From an optimization exercise on the open Yosys and OpenROAD flow, aimed at small area, a short achievable clock period and few clock cycles per item; shortcuts taken in it are not production practice. No functional check of the RTL was part of this run.

--- flow/config.mk ---
export PLATFORM = sky130hd
export DESIGN_NAME = lidar_polar_to_pixel
export DESIGN_NICKNAME = lidar_polar_to_pixel
export VERILOG_FILES = /design/flow/design.v
export SDC_FILE = /design/flow/constraint.sdc
export NUM_CORES = 4
export LEC_CHECK = 0
export CAP_MARGIN = 20
export CORE_MARGIN = 2
export CORE_UTILIZATION = 40
export SLEW_MARGIN = 20
--- flow/constraint.sdc ---
create_clock -name core_clock -period 10.0 [get_ports {clk}]
set_input_delay 2.0000 -clock core_clock [delete_from_list [all_inputs] [get_ports {clk}]]
set_output_delay 2.0000 -clock core_clock [all_outputs]
set_load 0.01 [all_outputs]
--- flow/design.v ---
    localparam int CORDIC_STAGES_DEF = 16;
    localparam int COORD_BITS_DEF    = 16;
    localparam int MAX_STAGES        = 24;
    localparam int X_W = 36;    
    localparam int Z_W = 33;    
    localparam logic [14:0] ANG_FULL     = 15'd23040;
    localparam logic [14:0] ANG_QUARTER  = 15'd5760;
    localparam logic [14:0] ANG_HALF     = 15'd11520;
    localparam logic [14:0] ANG_3QUARTER = 15'd17280;
    localparam logic [31:0] ANG_TO_RAD   = 32'd292818;
    localparam logic [29:0] INV_GAIN     = 30'd652032874;
    localparam logic [23:0] SCALE_RESET  = 24'd65536;
    localparam logic [11:0] CENTRE_X_RST = 12'd400;
    localparam logic [11:0] CENTRE_Y_RST = 12'd300;
    localparam logic [1:0] REG_PIXEL_SCALE = 2'd0;
    localparam logic [1:0] REG_CENTRE_X    = 2'd1;
    localparam logic [1:0] REG_CENTRE_Y    = 2'd2;
    localparam logic [1:0] QUAD_0 = 2'd0;
    localparam logic [1:0] QUAD_1 = 2'd1;
    localparam logic [1:0] QUAD_2 = 2'd2;
    localparam logic [1:0] QUAD_3 = 2'd3;
    function automatic logic signed [Z_W-1:0] atan_q30(input int i);
        logic signed [Z_W-1:0] r;
        case (i)
            0:       r = 33'sd843314857;
            1:       r = 33'sd497837829;
            2:       r = 33'sd263043837;
            3:       r = 33'sd133525159;
            4:       r = 33'sd67021687;
            5:       r = 33'sd33543516;
            6:       r = 33'sd16775851;
            7:       r = 33'sd8388437;
            8:       r = 33'sd4194283;
            9:       r = 33'sd2097149;
            10:      r = 33'sd1048576;
            11:      r = 33'sd524288;
            12:      r = 33'sd262144;
            13:      r = 33'sd131072;
            14:      r = 33'sd65536;
            15:      r = 33'sd32768;
            16:      r = 33'sd16384;
            17:      r = 33'sd8192;
            18:      r = 33'sd4096;
            19:      r = 33'sd2048;
            20:      r = 33'sd1024;
            21:      r = 33'sd512;
            22:      r = 33'sd256;
            23:      r = 33'sd128;
            default: r = 33'sd0;
        endcase
        atan_q30 = r;
    endfunction
    function automatic logic signed [X_W-11:0] trunc_px(input logic signed [X_W-1:0] v);
        logic signed [X_W-1:0] m;
        logic signed [X_W-1:0] t;
        m = -v;
        if (v[X_W-1])
            t = -(m >>> 10);
        else
            t = v >>> 10;
        trunc_px = t[X_W-11:0];
    endfunction
module lpp_cordic_stage #(
    parameter int SHIFT = 0
) (
    input  logic               clk,
    input  logic               rst_n,
    input  logic               en,
    input  logic               din_valid,
    input  logic signed [35:0] din_x,
    input  logic signed [35:0] din_y,
    input  logic signed [32:0] din_z,
    input  logic [1:0]         din_quad,
    input  logic [5:0]         din_qual,
    input  logic               din_start,
    output logic               dout_valid,
    output logic signed [35:0] dout_x,
    output logic signed [35:0] dout_y,
    output logic signed [32:0] dout_z,
    output logic [1:0]         dout_quad,
    output logic [5:0]         dout_qual,
    output logic               dout_start
);
    localparam int CORDIC_STAGES_DEF = 16;
    localparam int COORD_BITS_DEF    = 16;
    localparam int MAX_STAGES        = 24;
    localparam int X_W = 36;    
    localparam int Z_W = 33;    
    localparam logic [14:0] ANG_FULL     = 15'd23040;
    localparam logic [14:0] ANG_QUARTER  = 15'd5760;
    localparam logic [14:0] ANG_HALF     = 15'd11520;
    localparam logic [14:0] ANG_3QUARTER = 15'd17280;
    localparam logic [31:0] ANG_TO_RAD   = 32'd292818;
    localparam logic [29:0] INV_GAIN     = 30'd652032874;
    localparam logic [23:0] SCALE_RESET  = 24'd65536;
    localparam logic [11:0] CENTRE_X_RST = 12'd400;
    localparam logic [11:0] CENTRE_Y_RST = 12'd300;
    localparam logic [1:0] REG_PIXEL_SCALE = 2'd0;
    localparam logic [1:0] REG_CENTRE_X    = 2'd1;
    localparam logic [1:0] REG_CENTRE_Y    = 2'd2;
    localparam logic [1:0] QUAD_0 = 2'd0;
    localparam logic [1:0] QUAD_1 = 2'd1;
    localparam logic [1:0] QUAD_2 = 2'd2;
    localparam logic [1:0] QUAD_3 = 2'd3;
    function automatic logic signed [Z_W-1:0] atan_q30(input int i);
        logic signed [Z_W-1:0] r;
        case (i)
            0:       r = 33'sd843314857;
            1:       r = 33'sd497837829;
            2:       r = 33'sd263043837;
            3:       r = 33'sd133525159;
            4:       r = 33'sd67021687;
            5:       r = 33'sd33543516;
            6:       r = 33'sd16775851;
            7:       r = 33'sd8388437;
            8:       r = 33'sd4194283;
            9:       r = 33'sd2097149;
            10:      r = 33'sd1048576;
            11:      r = 33'sd524288;
            12:      r = 33'sd262144;
            13:      r = 33'sd131072;
            14:      r = 33'sd65536;
            15:      r = 33'sd32768;
            16:      r = 33'sd16384;
            17:      r = 33'sd8192;
            18:      r = 33'sd4096;
            19:      r = 33'sd2048;
            20:      r = 33'sd1024;
            21:      r = 33'sd512;
            22:      r = 33'sd256;
            23:      r = 33'sd128;
            default: r = 33'sd0;
        endcase
        atan_q30 = r;
    endfunction
    function automatic logic signed [X_W-11:0] trunc_px(input logic signed [X_W-1:0] v);
        logic signed [X_W-1:0] m;
        logic signed [X_W-1:0] t;
        m = -v;
        if (v[X_W-1])
            t = -(m >>> 10);
        else
            t = v >>> 10;
        trunc_px = t[X_W-11:0];
    endfunction
    localparam logic signed [Z_W-1:0] ATAN = atan_q30(SHIFT);
    logic signed [X_W-1:0] xs;
    logic signed [X_W-1:0] ys;
    logic signed [X_W-1:0] x_next;
    logic signed [X_W-1:0] y_next;
    logic signed [Z_W-1:0] z_next;
    always_comb
    begin
        xs = din_x >>> SHIFT;
        ys = din_y >>> SHIFT;
        if (!din_z[Z_W-1])
        begin
            x_next = din_x - ys;
            y_next = din_y + xs;
            z_next = din_z - ATAN;
        end
        else
        begin
            x_next = din_x + ys;
            y_next = din_y - xs;
            z_next = din_z + ATAN;
        end
    end
    always_ff @(posedge clk or negedge rst_n)
    begin
        if (!rst_n)
        begin
            dout_valid <= 1'b0;
            dout_x     <= '0;
            dout_y     <= '0;
            dout_z     <= '0;
            dout_quad  <= '0;
            dout_qual  <= '0;
            dout_start <= 1'b0;
        end
        else if (en)
        begin
            dout_valid <= din_valid;
            dout_x     <= x_next;
            dout_y     <= y_next;
            dout_z     <= z_next;
            dout_quad  <= din_quad;
            dout_qual  <= din_qual;
            dout_start <= din_start;
        end
    end
endmodule
module lidar_polar_to_pixel #(
    parameter int CORDIC_STAGES = CORDIC_STAGES_DEF,
    parameter int COORD_BITS    = COORD_BITS_DEF
) (
    input  logic        clk,
    input  logic        rst_n,
    input  logic        s_axis_tvalid,
    output logic        s_axis_tready,
    input  logic [39:0] s_axis_tdata,
    input  logic        s_axis_tuser,
    output logic        m_axis_tvalid,
    input  logic        m_axis_tready,
    output logic [39:0] m_axis_tdata,
    output logic        m_axis_tuser,
    input  logic        cfg_we,
    input  logic [1:0]  cfg_index,
    input  logic [23:0] cfg_data
);
    localparam int CORDIC_STAGES_DEF = 16;
    localparam int COORD_BITS_DEF    = 16;
    localparam int MAX_STAGES        = 24;
    localparam int X_W = 36;    
    localparam int Z_W = 33;    
    localparam logic [14:0] ANG_FULL     = 15'd23040;
    localparam logic [14:0] ANG_QUARTER  = 15'd5760;
    localparam logic [14:0] ANG_HALF     = 15'd11520;
    localparam logic [14:0] ANG_3QUARTER = 15'd17280;
    localparam logic [31:0] ANG_TO_RAD   = 32'd292818;
    localparam logic [29:0] INV_GAIN     = 30'd652032874;
    localparam logic [23:0] SCALE_RESET  = 24'd65536;
    localparam logic [11:0] CENTRE_X_RST = 12'd400;
    localparam logic [11:0] CENTRE_Y_RST = 12'd300;
    localparam logic [1:0] REG_PIXEL_SCALE = 2'd0;
    localparam logic [1:0] REG_CENTRE_X    = 2'd1;
    localparam logic [1:0] REG_CENTRE_Y    = 2'd2;
    localparam logic [1:0] QUAD_0 = 2'd0;
    localparam logic [1:0] QUAD_1 = 2'd1;
    localparam logic [1:0] QUAD_2 = 2'd2;
    localparam logic [1:0] QUAD_3 = 2'd3;
    function automatic logic signed [Z_W-1:0] atan_q30(input int i);
        logic signed [Z_W-1:0] r;
        case (i)
            0:       r = 33'sd843314857;
            1:       r = 33'sd497837829;
            2:       r = 33'sd263043837;
            3:       r = 33'sd133525159;
            4:       r = 33'sd67021687;
            5:       r = 33'sd33543516;
            6:       r = 33'sd16775851;
            7:       r = 33'sd8388437;
            8:       r = 33'sd4194283;
            9:       r = 33'sd2097149;
            10:      r = 33'sd1048576;
            11:      r = 33'sd524288;
            12:      r = 33'sd262144;
            13:      r = 33'sd131072;
            14:      r = 33'sd65536;
            15:      r = 33'sd32768;
            16:      r = 33'sd16384;
            17:      r = 33'sd8192;
            18:      r = 33'sd4096;
            19:      r = 33'sd2048;
            20:      r = 33'sd1024;
            21:      r = 33'sd512;
            22:      r = 33'sd256;
            23:      r = 33'sd128;
            default: r = 33'sd0;
        endcase
        atan_q30 = r;
    endfunction
    function automatic logic signed [X_W-11:0] trunc_px(input logic signed [X_W-1:0] v);
        logic signed [X_W-1:0] m;
        logic signed [X_W-1:0] t;
        m = -v;
        if (v[X_W-1])
            t = -(m >>> 10);
        else
            t = v >>> 10;
        trunc_px = t[X_W-11:0];
    endfunction
    localparam int NUM_ST   = (CORDIC_STAGES > MAX_STAGES) ? MAX_STAGES : CORDIC_STAGES;
    localparam int SAT_BITS = (COORD_BITS > 16) ? 16 : COORD_BITS;
    localparam logic signed [27:0] SAT_HI = 28'((64'sd1 <<< (SAT_BITS - 1)) - 1);
    localparam logic signed [27:0] SAT_LO = -SAT_HI - 28'sd1;
    logic [23:0] pixel_scale_reg;
    logic [11:0] centre_x_reg;
    logic [11:0] centre_y_reg;
    always_ff @(posedge clk or negedge rst_n)
    begin
        if (!rst_n)
        begin
            pixel_scale_reg <= SCALE_RESET;
            centre_x_reg    <= CENTRE_X_RST;
            centre_y_reg    <= CENTRE_Y_RST;
        end
        else if (cfg_we)
        begin
            case (cfg_index)
                REG_PIXEL_SCALE: pixel_scale_reg <= cfg_data;
                REG_CENTRE_X:    centre_x_reg    <= cfg_data[11:0];
                REG_CENTRE_Y:    centre_y_reg    <= cfg_data[11:0];
                default:         ;  
            endcase
        end
    end
    logic adv;
    logic m_valid_reg;
    assign adv           = !m_valid_reg || m_axis_tready;
    assign s_axis_tready = adv;
    logic [7:0]  in_qual;
    logic [15:0] in_angle;
    logic [15:0] in_dist;
    logic        s_accept;
    assign in_qual  = s_axis_tdata[7:0];
    assign in_angle = s_axis_tdata[23:8];
    assign in_dist  = s_axis_tdata[39:24];
    assign s_accept = s_axis_tvalid && s_axis_tready;
    logic [14:0] ang_raw;
    logic [14:0] ang_red;
    logic [1:0]  quad_next;
    logic [14:0] rem_wide;
    always_comb
    begin
        ang_raw = in_angle[15:1];
        ang_red = (ang_raw >= ANG_FULL) ? (ang_raw - ANG_FULL) : ang_raw;
        if (ang_red >= ANG_3QUARTER)
        begin
            quad_next = QUAD_3;
            rem_wide  = ang_red - ANG_3QUARTER;
        end
        else if (ang_red >= ANG_HALF)
        begin
            quad_next = QUAD_2;
            rem_wide  = ang_red - ANG_HALF;
        end
        else if (ang_red >= ANG_QUARTER)
        begin
            quad_next = QUAD_1;
            rem_wide  = ang_red - ANG_QUARTER;
        end
        else
        begin
            quad_next = QUAD_0;
            rem_wide  = ang_red;
        end
    end
    logic        s0_valid_reg;
    logic [39:0] s0_prod_reg;
    logic [1:0]  s0_quad_reg;
    logic [12:0] s0_rem_reg;
    logic [5:0]  s0_qual_reg;
    logic        s0_start_reg;
    always_ff @(posedge clk or negedge rst_n)
    begin
        if (!rst_n)
        begin
            s0_valid_reg <= 1'b0;
        end
        else if (adv)
        begin
            s0_valid_reg <= s_accept && (in_dist != 16'd0);
        end
    end
    always_ff @(posedge clk)
    begin
        if (adv)
        begin
            s0_prod_reg  <= 40'(in_dist) * 40'(pixel_scale_reg);
            s0_quad_reg  <= quad_next;
            s0_rem_reg   <= rem_wide[12:0];
            s0_qual_reg  <= in_qual[7:2];
            s0_start_reg <= s_axis_tuser;
        end
    end
    logic                  s1_valid_reg;
    logic [61:0]           s1_xprod_reg;
    logic [31:0]           s1_z_reg;
    logic [1:0]            s1_quad_reg;
    logic [5:0]            s1_qual_reg;
    logic                  s1_start_reg;
    always_ff @(posedge clk or negedge rst_n)
    begin
        if (!rst_n)
        begin
            s1_valid_reg <= 1'b0;
        end
        else if (adv)
        begin
            s1_valid_reg <= s0_valid_reg;
        end
    end
    always_ff @(posedge clk)
    begin
        if (adv)
        begin
            s1_xprod_reg <= 62'(s0_prod_reg[39:8]) * 62'(INV_GAIN);
            s1_z_reg     <= 32'(s0_rem_reg) * ANG_TO_RAD;
            s1_quad_reg  <= s0_quad_reg;
            s1_qual_reg  <= s0_qual_reg;
            s1_start_reg <= s0_start_reg;
        end
    end
    logic               p_valid [0:NUM_ST];
    logic signed [35:0] p_x     [0:NUM_ST];
    logic signed [35:0] p_y     [0:NUM_ST];
    logic signed [32:0] p_z     [0:NUM_ST];
    logic [1:0]         p_quad  [0:NUM_ST];
    logic [5:0]         p_qual  [0:NUM_ST];
    logic               p_start [0:NUM_ST];
    logic               s2_valid_reg;
    logic signed [35:0] s2_x_reg;
    logic signed [35:0] s2_y_reg;
    logic signed [32:0] s2_z_reg;
    logic [1:0]         s2_quad_reg;
    logic [5:0]         s2_qual_reg;
    logic               s2_start_reg;
    always_ff @(posedge clk or negedge rst_n)
    begin
        if (!rst_n)
        begin
            s2_valid_reg <= 1'b0;
            s2_x_reg     <= '0;
            s2_y_reg     <= '0;
            s2_z_reg     <= '0;
            s2_quad_reg  <= '0;
            s2_qual_reg  <= '0;
            s2_start_reg <= 1'b0;
        end
        else if (adv)
        begin
            s2_valid_reg <= s1_valid_reg;
            s2_x_reg     <= $signed({4'b0000, s1_xprod_reg[61:30]});
            s2_y_reg     <= '0;
            s2_z_reg     <= $signed({1'b0, s1_z_reg});
            s2_quad_reg  <= s1_quad_reg;
            s2_qual_reg  <= s1_qual_reg;
            s2_start_reg <= s1_start_reg;
        end
    end
    assign p_valid[0] = s2_valid_reg;
    assign p_x[0]     = s2_x_reg;
    assign p_y[0]     = s2_y_reg;
    assign p_z[0]     = s2_z_reg;
    assign p_quad[0]  = s2_quad_reg;
    assign p_qual[0]  = s2_qual_reg;
    assign p_start[0] = s2_start_reg;
    for (genvar g = 0; g < NUM_ST; g++)
    begin : g_cordic
        lpp_cordic_stage #(
            .SHIFT (g)
        ) u_stage (
            .clk        (clk),
            .rst_n      (rst_n),
            .en         (adv),
            .din_valid  (p_valid[g]),
            .din_x      (p_x[g]),
            .din_y      (p_y[g]),
            .din_z      (p_z[g]),
            .din_quad   (p_quad[g]),
            .din_qual   (p_qual[g]),
            .din_start  (p_start[g]),
            .dout_valid (p_valid[g + 1]),
            .dout_x     (p_x[g + 1]),
            .dout_y     (p_y[g + 1]),
            .dout_z     (p_z[g + 1]),
            .dout_quad  (p_quad[g + 1]),
            .dout_qual  (p_qual[g + 1]),
            .dout_start (p_start[g + 1])
        );
    end
    logic signed [X_W-1:0] last_x;
    logic signed [X_W-1:0] last_y;
    logic signed [X_W-1:0] sn;
    logic signed [X_W-1:0] ncs;
    logic signed [27:0]    px_sum;
    logic signed [27:0]    py_sum;
    logic [15:0]           px_sat;
    logic [15:0]           py_sat;
    assign last_x = p_x[NUM_ST];
    assign last_y = p_y[NUM_ST];
    always_comb
    begin
        case (p_quad[NUM_ST])
            QUAD_0:
            begin
                sn  = last_y;
                ncs = -last_x;
            end
            QUAD_1:
            begin
                sn  = last_x;
                ncs = last_y;
            end
            QUAD_2:
            begin
                sn  = -last_y;
                ncs = last_x;
            end
            default:
            begin
                sn  = -last_x;
                ncs = -last_y;
            end
        endcase
        px_sum = 28'(trunc_px(sn)) + $signed({16'd0, centre_x_reg});
        py_sum = 28'(trunc_px(ncs)) + $signed({16'd0, centre_y_reg});
        if (px_sum > SAT_HI)
            px_sat = SAT_HI[15:0];
        else if (px_sum < SAT_LO)
            px_sat = SAT_LO[15:0];
        else
            px_sat = px_sum[15:0];
        if (py_sum > SAT_HI)
            py_sat = SAT_HI[15:0];
        else if (py_sum < SAT_LO)
            py_sat = SAT_LO[15:0];
        else
            py_sat = py_sum[15:0];
    end
    logic [15:0] px_reg;
    logic [15:0] py_reg;
    logic [5:0]  qual_reg;
    logic        start_reg;
    always_ff @(posedge clk or negedge rst_n)
    begin
        if (!rst_n)
        begin
            m_valid_reg <= 1'b0;
        end
        else if (adv)
        begin
            m_valid_reg <= p_valid[NUM_ST];
        end
    end
    always_ff @(posedge clk)
    begin
        if (adv)
        begin
            px_reg    <= px_sat;
            py_reg    <= py_sat;
            qual_reg  <= p_qual[NUM_ST];
            start_reg <= p_start[NUM_ST];
        end
    end
    assign m_axis_tvalid = m_valid_reg;
    assign m_axis_tdata  = {2'b00, qual_reg, py_reg, px_reg};
    assign m_axis_tuser  = start_reg;
endmodule
--- flow/run.sh ---
#!/bin/bash
# synth_recipe.tcl (not shown) runs the flow's synth.tcl, then flattens the netlist and writes it again
# the make line also repeats each setting of config.mk as NAME=value (left out here)
make -C /OpenROAD-flow-scripts/flow DESIGN_CONFIG=/design/flow/config.mk WORK_HOME=/design/flow/orfs CLKGATE_MAP_FILE= SYNTH_SCRIPT=/design/flow/synth_recipe.tcl finish
==> results_dict.tcl <==
set metrics [dict create \
    outcome "no timing/DRC/antenna violations" \
    synth_xor_xnor_area_share_pct 9.62 \
    tritoncts "built" \
    synth_fa_ha_area_share_pct 23.1 \
    worstPathRequired_ns 10.66 \
    via_count 148000 \
    synth_top_family_by_area "adder cells" \
    ys.flop_type "dfrtp_1" \
    hold_ws_ns 0.420 \
    period_needed_ns 9.10 \
    core_um2 463000 \
    wl_per_cell_um 17.2 \
    yosysTopAreaCellShare_pct 23.8 \
    fin_crit_sh_pct 91.0 \
    grt_pass1_vias 145000 \
    setup_viol 0 \
    ios 115 \
    syn_area_um2 186000 \
    synth_edf_count 165 \
    ys_ff_latch 1939 \
    ys_async_sr_fraction_pct 91.5 \
    wirelength_um 483000 \
    placed_cells 27600 \
    fin_cells 28100 \
    drt_iter0_markers 8629 \
    grt_pass1_wl_um 787000 \
    crit_path_frequent_cell "fa_1" \
    min_path_type "flop to flop" \
    fmax_ghz 0.110 \
    via_per_inst 5.28 \
    ant_nets 0 \
    synth_cell_type_count 103 \
    cp_slowest_cell "edfxtp_1" \
    cts-resized-gates 0 \
    maxCapViolCount 0 \
    top_regs "g_cordic.u_stage.dout_x: 569 flops, g_cordic.u_stage.dout_y: 538 flops, g_cordic.u_stage.dout_z: 383 flops" \
    path_clk_slew_ns 0.06 \
    final_util_pct 43.5 \
    cts_buffers 230 \
    synth.mux.area_fraction_pct 1.39 \
    whs_endpoint "s1_qual_reg[3]" \
    die_height_um 685 \
    cts_setup_buffers 0 \
    min_from "s0_qual_reg[3]" \
    slew_headroom_pct 20.4 \
    cts_root_buffer "clkbuf_16" \
    hold_violations 0 \
    regToRegSetupSlack_ns 0.90 \
    drive_above_1_share_pct 4.21 \
    synth-seq-area-share_pct 26.6 \
    synthTopCellsByArea "dfrtp_1, ha_1, fa_1, a21oi_1, xnor2_1" \
    dp_hpwl_um 376000 \
    synthSimpleGateAreaFrac_pct 17.6 \
    cts_num_sinks 1939 \
    worstSetupPathType "flop to flop" \
    routabilityCongestion 0.892 \
    clock_latency_ns 0.94 \
    worstReg2RegStart "s0_prod_reg[17]" \
    largest_register_ffs 569 \
    die_area_um2 469000 \
    synth-compound-area-share_pct 16.8 \
    hold_depth 0 \
    rr_worst_depth 32 \
    critPathLaunchType "flop" \
    synth_cells 21900 \
    arrival_ns 9.76 \
    initial_utilization_pct 40.1 \
    regMostFlops "g_cordic.u_stage.dout_x" \
    dr.pass1.iters 6 \
    numPortBuffers 109 \
    antenna_found_initial 8 \
    grt-ovfl-total 0 \
    die_x_um 685 \
    drv_slew 0 \
    endpoint_kind "flop" \
    ctsHoldBuffers 0 \
    clockBufferDepth 4 \
    rr_endpoint "s1_xprod_reg[61]" \
    layout.nets 24700 \
    yosysTopAreaCell "dfrtp_1" \
    track_usage_pct 20.2 \
    drcViolationCount 0 \
    grt_max_degree 217 \
    tns_ns 0 \
    row_count 250 \
    avgSynthCellArea_um2 8.48 \
    worst_pin_slew_ns 1.19 \
    area_growth_pct 8.56 \
    yosys_warnings 31 \
    cts_max_level 4 \
    finClkSkew_ns 0.0848 \
    max_stage_delay_ns 0.80 \
    path_max_fanout 10 \
    grt_setup_unrepaired "no" \
]
-- cells in the mapped netlist, types with 31 or more instances --
| master | n |
|---|---|
| nand2_1 | 2389 |
| nor2_1 | 2312 |
| a21oi_1 | 2218 |
| ha_1 | 2009 |
| dfrtp_1 | 1766 |
| inv_1 | 1672 |
| xnor2_1 | 1120 |
| o21ai_0 | 1047 |
| xor2_1 | 919 |
| fa_1 | 884 |
| nor3_1 | 632 |
| clkbuf_1 | 624 |
| nand3_1 | 357 |
| a21o_1 | 297 |
| nand2b_1 | 261 |
| and2_1 | 235 |
| o31ai_1 | 218 |
| or3_1 | 204 |
| o21bai_1 | 184 |
| o21a_1 | 182 |
| a31oi_1 | 179 |
| and3_1 | 168 |
| edfxtp_1 | 165 |
| nor2b_1 | 164 |
| a211oi_1 | 150 |
| mux2_2 | 123 |
| nor4_1 | 122 |
| mux2i_1 | 92 |
| o41ai_1 | 92 |
| or2_2 | 86 |
| buf_1 | 80 |
| o211ai_1 | 69 |
| nor3b_1 | 58 |
| nand4_1 | 56 |
| a41o_1 | 46 |
| or4_1 | 45 |
| a21boi_0 | 40 |
| o2111ai_1 | 40 |
| a41oi_1 | 38 |
| a211o_1 | 34 |
| nand3b_1 | 34 |
| a2111oi_0 | 31 |
-- logic make-up after synthesis --
group,count (synthesis)
AO/OA/AOI/OAI,5146
buffers and inverters,2412
XOR/XNOR,2039
adder cells (fa/ha/maj),2893
multiplexers,227
flip-flops,1939
other,1
AND/OR/NAND/NOR,7220
-- through the flow --
step / worst slack [ns] / area (um^2)
floorplan: 0.476 / 186000
global placement: 0.165 / 193000
detailed placement: 0.168 / 193000
CTS: 0.820 / 201000
global route: 0.222 / 201000
finish: 0.902 / 201000
-- per-layer routing --
layer | routed length (um) | track usage, % | part of all wire, % | vias to the layer above
met5 | 13 | 0 | 0.0027 | -
met2 | 225000 | 34.2 | 47 | 2201
met1 | 227000 | 27.6 | 47 | 70100
met3 | 14600 | 1.69 | 3.0 | 700
li1 | - | - | - | 75100
met4 | 15800 | 6.02 | 3.3 | 2
-- placed cells by master (no fill, tap or decap), types with 56 or more instances in the layout --
master	n
or2_2	86
nor2b_1	163
a31oi_1	179
a211oi_1	150
nor3b_1	57
or3_1	204
nor4_1	121
o21bai_1	184
xnor2_1	1120
clkbuf_16	233
mux2_2	123
nand2_1	2389
and3_1	168
fa_1	884
nand2b_1	261
o211ai_1	69
buf_4	183
edfxtp_1	165
inv_1	1669
o21ai_0	1046
o41ai_1	92
nor2_1	2312
mux2i_1	92
nand3_1	357
nor3_1	632
o31ai_1	218
and2_1	235
a21o_1	297
nand4_1	56
clkdlybuf4s50_1	108
a21oi_1	2218
dfrtp_1	1750
o21a_1	182
xor2_1	919
ha_1	2009
-- worst max-delay path by stage --
stage	startpoint	end	slack, ns	depth (start not counted)
floorplan	m_axis_tready	s_axis_tready	0.48	6
global placement	s_axis_tdata[25]	s0_prod_reg[39]	0.17	28
detailed placement	s_axis_tdata[25]	s0_prod_reg[39]	0.17	28
CTS	s0_prod_reg[22]	s1_xprod_reg[61]	0.82	32
global route	g_cordic[15].u_stage.dout_x[8]	py_reg[9]	0.22	30
finish	s0_prod_reg[17]	s1_xprod_reg[61]	0.90	32
-- layout make-up --
class,count,area (um^2)
fillers,46200,261000
multi-input cells,17500,127000
flip-flops and latches,1939,49400
well taps,6174,7720
clock buffers,311,6550
inverters,1678,6310
repair buffers,314,2910
clock inverters,114,1450
diodes,6,15.0
-- worst max-delay path, delay by kind of cell (launching register included) --
| family | cells | cell delay [ns] |
|---|---|---|
| buffers and inverters | 6 | 0.54 |
| AOI/OAI and AO/OA | 13 | 2.75 |
| adders and majority gates | 9 | 4.29 |
| and+or+nand+nor | 3 | 0.32 |
| xor gates and xnor gates | 1 | 0.12 |
| DFF | 1 | 0.80 |

==> separate check: timing with driven ports <==
Ports are ideal in the flow. The routed layout listed here was re-timed in OpenROAD. Step 1 (the two cells are an assumption about what drives the block):
set clk [get_ports {clk}]
set_driving_cell -lib_cell sky130_fd_sc_hd__clkbuf_16 $clk
set_driving_cell -lib_cell sky130_fd_sc_hd__buf_2 [delete_from_list [all_inputs] $clk]
Step 2 moves the port delays by t, midway between the first and last clock arrival at a register: inputs arrive t later, outputs are due t later. That takes back most of the time a late clock gives input paths. Slacks: ideal ports / drivers / drivers and shift; pairs: ideal ports / drivers.
shift t [ns]: 1.020
slack for setup (ns): 0.902 / 0.902 / 0.123
worst hold slack (ns): 0.420 / 0.420 / 0.420
After both steps setup and hold are still met in this run. The setup slack of this run moves by 0.000 ns with the drivers and by -0.779 ns with both steps.
